Source: an optimization exercise on an open RTL-to-GDS flow (aim: small area, a short achievable clock period and few clock cycles per item). Production flows keep margins and buffers that such runs may drop. Function was checked by simulation only, so behaviour that the tests miss may differ from the original. Power figures rest on the tool's default switching activity, not on a simulated workload.

**flow/run.sh**
```bash
#!/bin/bash
# synth_recipe.tcl (not shown) runs the flow's synth.tcl, then flattens the netlist and writes it again
# the make line also repeats each setting of config.mk as NAME=value (left out here)
make -C /OpenROAD-flow-scripts/flow DESIGN_CONFIG=/design/flow/config.mk WORK_HOME=/design/flow/orfs CLKGATE_MAP_FILE= SYNTH_SCRIPT=/design/flow/synth_recipe.tcl finish
```
**flow/config.mk**
```make
export PLATFORM = sky130hd
export DESIGN_NAME = booth_mul_top
export DESIGN_NICKNAME = booth_mul_top
export VERILOG_FILES = /design/flow/design.v
export SDC_FILE = /design/flow/constraint.sdc
export NUM_CORES = 4
export LEC_CHECK = 0
export CAP_MARGIN = 20
export CORE_MARGIN = 2
export CORE_UTILIZATION = 40
export SLEW_MARGIN = 20
```
**flow/constraint.sdc**
```tcl
create_clock -name core_clock -period 9.0 [get_ports {clk}]
set_input_delay 1.8000 -clock core_clock [delete_from_list [all_inputs] [get_ports {clk}]]
set_output_delay 1.8000 -clock core_clock [all_outputs]
set_load 0.01 [all_outputs]
```
**flow/design.v**
```verilog
package booth_pkg;
    localparam int OP_W   = 32;
    localparam int EXT_W  = OP_W + 1;    
    localparam int PP_W   = EXT_W + 1;
    localparam int PROD_W = 2 * OP_W;
    localparam int LANES  = 8;
    localparam int PASSES = 2;
    typedef enum logic [1:0] {
        MODE_SS = 2'd0,
        MODE_UU = 2'd1,
        MODE_SU = 2'd2
    } mul_mode_e;
    typedef enum logic [1:0] {
        IDLE,
        PASS0,
        PASS1,
        WAIT_DONE
    } seq_state_e;
    typedef logic signed [EXT_W-1:0] ext_t;
    typedef logic [2:0] digit_t;
    typedef logic [3*LANES-1:0] digit_vec_t;    
    typedef logic signed [PP_W-1:0] pp_t;
    typedef logic [PROD_W-1:0] prod_t;
    function automatic pp_t booth_pp(digit_t grp, ext_t m);
        pp_t m1;
        pp_t m2;
        m1 = {m[EXT_W-1], m};
        m2 = {m, 1'b0};
        case (grp)
            3'b001, 3'b010: booth_pp = m1;
            3'b011:         booth_pp = m2;
            3'b100:         booth_pp = -m2;
            3'b101, 3'b110: booth_pp = -m1;
            default:        booth_pp = '0;
        endcase
    endfunction
    function automatic pp_t booth_pp_top(logic [1:0] grp, ext_t m);
        pp_t m1;
        m1 = {m[EXT_W-1], m};
        case (grp)
            2'b01:   booth_pp_top = m1;
            2'b10:   booth_pp_top = -m1;
            default: booth_pp_top = '0;
        endcase
    endfunction
endpackage
module booth_operand_seq (
    input  logic                       clk,
    input  logic                       rst,
    input  logic                       start,
    input  booth_pkg::mul_mode_e       mode,
    input  logic [booth_pkg::OP_W-1:0] a,
    input  logic [booth_pkg::OP_W-1:0] b,
    input  logic                       acc_done,
    output logic                       ready,
    output booth_pkg::ext_t            multiplicand,
    output booth_pkg::digit_vec_t      digits,
    output logic [1:0]                 top_digit,
    output logic                       pass,
    output logic                       digits_valid
);
    localparam int PASS_BITS = booth_pkg::OP_W / booth_pkg::PASSES;
    booth_pkg::seq_state_e state;
    booth_pkg::ext_t a_ext;
    booth_pkg::ext_t b_ext;
    booth_pkg::ext_t b_reg;
    logic [booth_pkg::EXT_W:0] b_pad;       
    booth_pkg::digit_vec_t digit_nxt;
    logic accept;
    assign ready = (state == booth_pkg::IDLE) || acc_done;
    assign accept = start && ready;
    always_comb begin
        case (mode)
            booth_pkg::MODE_SS: begin
                a_ext = {a[booth_pkg::OP_W-1], a};
                b_ext = {b[booth_pkg::OP_W-1], b};
            end
            booth_pkg::MODE_SU: begin
                a_ext = {a[booth_pkg::OP_W-1], a};
                b_ext = {1'b0, b};
            end
            default: begin
                a_ext = {1'b0, a};
                b_ext = {1'b0, b};
            end
        endcase
    end
    assign b_pad = {b_reg, 1'b0};
    always_comb begin
        for (int k = 0; k < booth_pkg::LANES; k++) begin
            digit_nxt[3 * k +: 3] = (state == booth_pkg::PASS1) ? b_pad[PASS_BITS + 2 * k +: 3]
                                                               : b_pad[2 * k +: 3];
        end
    end
    always_ff @(posedge clk) begin
        if (rst) begin
            state <= booth_pkg::IDLE;
            digits_valid <= 1'b0;
        end else begin
            digits_valid <= 1'b0;
            case (state)
                booth_pkg::PASS0: begin
                    digits_valid <= 1'b1;
                    state <= booth_pkg::PASS1;
                end
                booth_pkg::PASS1: begin
                    digits_valid <= 1'b1;
                    state <= booth_pkg::WAIT_DONE;
                end
                default: begin
                    if (accept)
                        state <= booth_pkg::PASS0;
                    else if (acc_done)
                        state <= booth_pkg::IDLE;
                end
            endcase
        end
    end
    always_ff @(posedge clk) begin
        if (accept) begin
            multiplicand <= a_ext;
            b_reg <= b_ext;
        end
        digits <= digit_nxt;
        pass <= (state == booth_pkg::PASS1);
        top_digit <= b_reg[booth_pkg::EXT_W-1 -: 2];
    end
endmodule
module booth_pp_bank (
    input  logic                                   clk,
    input  logic                                   rst,
    input  booth_pkg::ext_t                        multiplicand,
    input  booth_pkg::digit_vec_t                  digits,
    input  logic [1:0]                             top_digit,
    input  logic                                   pass,
    input  logic                                   digits_valid,
    output booth_pkg::pp_t [booth_pkg::LANES-1:0]  pp_lo,
    output booth_pkg::pp_t [booth_pkg::LANES-1:0]  pp_hi,
    output booth_pkg::pp_t                         pp_top,
    output logic                                   bank_full
);
    booth_pkg::pp_t [booth_pkg::LANES-1:0] recoded;
    always_comb begin
        for (int k = 0; k < booth_pkg::LANES; k++) begin
            recoded[k] = booth_pkg::booth_pp(digits[3 * k +: 3], multiplicand);
        end
    end
    always_ff @(posedge clk) begin
        if (rst)
            bank_full <= 1'b0;
        else
            bank_full <= digits_valid && pass;
    end
    always_ff @(posedge clk) begin
        if (digits_valid) begin
            if (pass) begin
                pp_hi <= recoded;
            end else begin
                pp_lo <= recoded;
                pp_top <= booth_pkg::booth_pp_top(top_digit, multiplicand);
            end
        end
    end
endmodule
module booth_accumulator (
    input  logic                                   clk,
    input  logic                                   rst,
    input  logic                                   bank_full,
    input  booth_pkg::pp_t [booth_pkg::LANES-1:0]  pp_lo,
    input  booth_pkg::pp_t [booth_pkg::LANES-1:0]  pp_hi,
    input  booth_pkg::pp_t                         pp_top,
    output booth_pkg::prod_t                       product,
    output logic                                   done
);
    localparam int NUM_PP = booth_pkg::LANES * booth_pkg::PASSES;
    localparam int STEPS  = 4;
    localparam int TERMS  = NUM_PP / STEPS;
    localparam logic [4*STEPS*TERMS-1:0] ORDER = {
        4'd1, 4'd14, 4'd6, 4'd9,
        4'd3, 4'd12, 4'd4, 4'd11,
        4'd5, 4'd10, 4'd2, 4'd13,
        4'd7, 4'd8, 4'd0, 4'd15
    };
    booth_pkg::pp_t all_pp [NUM_PP];
    logic [$clog2(STEPS)-1:0] step;
    logic busy;
    booth_pkg::prod_t step_sum;
    function automatic booth_pkg::prod_t shift_ext(booth_pkg::pp_t p, int sh);
        booth_pkg::prod_t wide;
        wide = {{(booth_pkg::PROD_W - booth_pkg::PP_W){p[booth_pkg::PP_W-1]}}, p};
        shift_ext = wide << sh;
    endfunction
    always_comb begin
        for (int j = 0; j < booth_pkg::LANES; j++) begin
            all_pp[j] = pp_lo[j];
            all_pp[j + booth_pkg::LANES] = pp_hi[j];
        end
    end
    always_comb begin
        step_sum = '0;
        for (int i = 0; i < TERMS; i++) begin
            step_sum = step_sum + shift_ext(all_pp[ORDER[4*(TERMS*step+i) +: 4]], 2 * ORDER[4*(TERMS*step+i) +: 4]);
        end
    end
    always_ff @(posedge clk) begin
        if (rst) begin
            busy <= 1'b0;
            step <= '0;
            done <= 1'b0;
        end else begin
            done <= 1'b0;
            if (bank_full) begin
                busy <= 1'b1;
                step <= '0;
            end else if (busy) begin
                step <= step + 1'b1;
                if (step == $bits(step)'(STEPS - 1)) begin    
                    busy <= 1'b0;
                    done <= 1'b1;
                end
            end
        end
    end
    always_ff @(posedge clk) begin
        if (bank_full)
            product <= shift_ext(pp_top, booth_pkg::OP_W);
        else if (busy)
            product <= product + step_sum;
    end
endmodule
module booth_mul_top (
    input  logic                       clk,
    input  logic                       rst,
    input  logic                       start,
    input  booth_pkg::mul_mode_e       mode,
    input  logic [booth_pkg::OP_W-1:0] a,
    input  logic [booth_pkg::OP_W-1:0] b,
    output booth_pkg::prod_t           product,
    output logic                       done,
    output logic                       ready
);
    booth_pkg::ext_t multiplicand;
    booth_pkg::digit_vec_t digits;
    logic [1:0] top_digit;
    logic pass;
    logic digits_valid;
    booth_pkg::pp_t [booth_pkg::LANES-1:0] pp_lo;
    booth_pkg::pp_t [booth_pkg::LANES-1:0] pp_hi;
    booth_pkg::pp_t pp_top;
    logic bank_full;
    booth_operand_seq u_seq (
        .clk          (clk),
        .rst          (rst),
        .start        (start),
        .mode         (mode),
        .a            (a),
        .b            (b),
        .acc_done     (done),
        .ready        (ready),
        .multiplicand (multiplicand),
        .digits       (digits),
        .top_digit    (top_digit),
        .pass         (pass),
        .digits_valid (digits_valid)
    );
    booth_pp_bank u_bank (
        .clk          (clk),
        .rst          (rst),
        .multiplicand (multiplicand),
        .digits       (digits),
        .top_digit    (top_digit),
        .pass         (pass),
        .digits_valid (digits_valid),
        .pp_lo        (pp_lo),
        .pp_hi        (pp_hi),
        .pp_top       (pp_top),
        .bank_full    (bank_full)
    );
    booth_accumulator u_acc (
        .clk       (clk),
        .rst       (rst),
        .bank_full (bank_full),
        .pp_lo     (pp_lo),
        .pp_hi     (pp_hi),
        .pp_top    (pp_top),
        .product   (product),
        .done      (done)
    );
endmodule
```
==> impl_metrics.yaml <==
hold_path:
  min_from: "u_seq.b_reg[32]"
  hold_path_class: "reg -> reg"
power:
  clock_power_share: 0.130
  pwr-share-seq: 0.207
  switching_share: 0.5085
  powerDensity_nw_per_um2: 489.4
  p_int_w: 0.01312
  pwr-share-comb: 0.663
  irDropWorstVdd_v: 0.0003128
  leakagePower_nw: 20.21
  switchingPower_w: 0.01358
sta:
  fin_crit_sh: 0.9274
  fin_ws_ns: 0.6534
  setup_tns_ns: 0
  slew_viol_final: 0
  hold_viol_final: 0
  fmax_ghz: 0.1198
  rsz0062_at_grt: "no"
  fin_hold_ws_ns: 0.3397
  fin_crit_ns: 8.347
  slew_headroom: 0.1319
  worstMarginPinSlew_ns: 1.297
  setup_viol: 0
  skew_ns: 0.03232
global_routing:
  grt_usage: 0.3273
  grt_pass1_wl_mm: 296.6
  grt_antenna_before_repair: 15
  grt_max_degree: 157
  grt_pass1_vias: 39790
  grt-ovfl-total: 0
finish:
  syn2layout_area_growth_pct: 12.57
  design_area_um2: 54560
  drive_gt1_frac: 0.08287
  nNetsFinal: 5282
  reg_top3: "u_bank.pp_hi: 272 flops, u_bank.pp_lo: 272 flops, u_acc.product: 64 flops"
  mostFrequentLayoutCells: "674 x edfxtp_1, 489 x nor2_1, 480 x a21oi_1, 401 x o21ai_0, 396 x nand2_1"
  fin_util: 0.4542
  final_common_cell: "edfxtp_1"
placed_design:
  place_area_um2: 51730
  dpl.hpwl_mm: 151.3
  place_congestion: 1.079
  io_buffers: 134
  place_ws_ns: 0.7394
clock_tree:
  clk_pin_slew_worst_paths_ns: 0.06
  cts.sinks: 734
  ctsHoldBuffers: 0
  cts_buffer_depth: 3
  h-tree-depth: 3
  cts-root-buf: "clkbuf_16"
  cts_setup_buffers: 0
  cts_tree: "done"
  cts_made_buffers: 84
  cts.repair.resized: 0
  clock_latency_ns: 0.70
yosys:
  ys.flop_type: "edfxtp_1"
  syn_area_per_cell_um2: 9.624
  syn_area_um2: 48470
  synth_top_family_by_area: "compound AO/OA/AOI/OAI gates"
  synth_compound_area_frac: 0.2334
  postSynthCellCount: 5036
  async_flop_share: 0
  yosys-mux-area-fraction: 0.03818
  ys_types: 76
  synth_simple_gate_area_share: 0.1020
  ys_warn_count: 4
  synth-seq-cells: 734
  synthAdderAreaFrac: 0.08638
  yosysSeqAreaShare: 0.4424
  synth_xor_area_frac: 0.03578
  synth_edf_count: 674
drt:
  postRouteAntennaNets: 0
  viasPerCell: 6.475
  vias: 43090
  firstDrtPassIters: 7
  drtIter0Drc: 7192
  wl_mm: 210.1
  wire_per_inst_um: 31.58
  drc: 0
critical_path:
  worst_ep_arrival_time_ns: 8.79
  cp_max_fo: 40
  slowest_delay_ns: 0.71
  setup.worst_path.start_class: "flip-flop"
  rr_startpoint: "u_acc.step[1]"
  cp_slowest_cell: "or3_2"
  cp.required_ns: 9.44
  crit_path_end_kind: "flip-flop"
  crit_type: "reg -> reg"
  crit_start: "u_acc.step[1]"
die:
  dieHeight_um: 352.1
  num_io_pins: 135
  core_um2: 120100
  start_util: 0.4035
  die_area_um2: 124000
  num_rows: 127
  chipWidth_um: 352.1
status:
  outcome: "complete, no violations"
job:
  cap_viol_max_count: 0
-- power by group through the flow --
stage               combinational [W]  clock [W]  sequential (W)
floorplan                      0.0117          0         0.00552
global placement               0.0171          0         0.00555
detailed placement             0.0171          0         0.00557
CTS                            0.0172    0.00352         0.00550
global route                   0.0191    0.00363         0.00557
finish                         0.0177    0.00347         0.00551
-- path summary, 6_finish.rpt --
check,to,slack [ns],cells past startpoint
setup reg to reg,u_acc.product[61],0.65,26
hold reg to reg,u_seq.top_digit[1],0.34,0
setup / recovery,u_acc.product[61],0.65,26
hold / removal,u_seq.top_digit[1],0.34,0
-- routing by layer --
layer,share of wire,vias to the layer above,global-route usage
met4,0.053,12,0.1473
met5,0.00056,-,0
li1,-,18400,-
met1,0.40,20940,0.4533
met2,0.41,3130,0.4673
met3,0.14,599,0.1017
-- synth_stat cells (all sizes together) (19+ instances only) --
| master | n | area share |
|---|---|---|
| edfxtp | 674 | 0.42 |
| nor2 | 492 | 0.038 |
| a21oi | 480 | 0.050 |
| o21ai | 406 | 0.042 |
| nand2 | 396 | 0.031 |
| clkbuf | 385 | 0.030 |
| inv | 314 | 0.024 |
| a22oi | 212 | 0.033 |
| a221oi | 193 | 0.035 |
| fa | 141 | 0.058 |
| mux2i | 141 | 0.029 |
| xnor2 | 131 | 0.024 |
| ha | 109 | 0.028 |
| buf | 89 | 0.0072 |
| xor2 | 67 | 0.012 |
| dfxtp | 60 | 0.025 |
| a21o | 58 | 0.0090 |
| a222oi | 58 | 0.012 |
| nor2b | 51 | 0.0066 |
| a22o | 50 | 0.0090 |
| a31oi | 47 | 0.0061 |
| o221ai | 40 | 0.0072 |
| mux2 | 39 | 0.0091 |
| nor3 | 36 | 0.0038 |
| o22ai | 36 | 0.0046 |
| nand3 | 29 | 0.0031 |
| o211ai | 27 | 0.0042 |
| and2 | 25 | 0.0032 |
| or3 | 24 | 0.0033 |
| nand4 | 21 | 0.0027 |
| o21bai | 21 | 0.0033 |
| a221o | 19 | 0.0039 |
| and3 | 19 | 0.0025 |
-- final cells by class --
cell class | count | area [µm²]
repair buffers | 311 | 2775
inverters | 318 | 1196
multi-input cells | 3514 | 24290
clock inverters | 48 | 543.0
clock buffers | 107 | 2238
well taps | 1612 | 2017
flip-flops and latches | 734 | 21480
fillers | 11440 | 65570
diodes | 10 | 25.02
-- per-stage QoR --
step / std cells / total power [W]
final: 6654 / 0.02670
after global routing: 6644 / 0.02826
after CTS: 6642 / 0.02619
after detailed placement: 6487 / 0.02267
after global placement: 6481 / 0.02266
after floorplan: 5040 / 0.01719
-- cell families after synthesis --
kind of cell,after synthesis
DFF,734
xor gates and xnor gates,198
adders and majority gates,250
buffers and inverters,792
and+or+nand+nor,1146
AOI/OAI and AO/OA,1734
other,2
muxes,180
-- worst max-delay path, delay by kind of cell (launching register included) --
family	cells	cell delay, ns
AO/OA/AOI/OAI	7	1.92
XOR/XNOR	1	0.16
adder cells (fa/ha/maj)	5	2.20
buffers and inverters	4	0.47
flip-flops	1	0.68
AND/OR/NAND/NOR	9	2.62
Testbench counts, summed over its fixed seeds: cycles 28,808, items 3,200.

## re-timing with driven ports
The flow's constraints put no driver on any port. The routed layout listed below was extracted and timed again, unchanged, in two steps.
Step 1: set_driving_cell puts a clkbuf_16 on clk and a buf_2 on each other input, an assumption about the parent block.
Step 2 adds t to the input delays and takes it off the output delays; t is the mean of the earliest and latest rising clock arrival at the registers after step 1. Input paths then give back, and output paths get back, about the clock's delay inside the block.
Three values: ideal ports, drivers, drivers and shift; two values: the first two.
shift t [ns]: 0.762
setup WS [ns]: 0.653 / 0.653 / 0.653
latest minus earliest clock arrival (ns): 0.033 / 0.033
cell pins on the clock port's net: 1
After both steps this run still meets setup and hold. For this run, drivers alone change the setup slack by 0.000 ns; drivers and shift together by 0.000 ns.
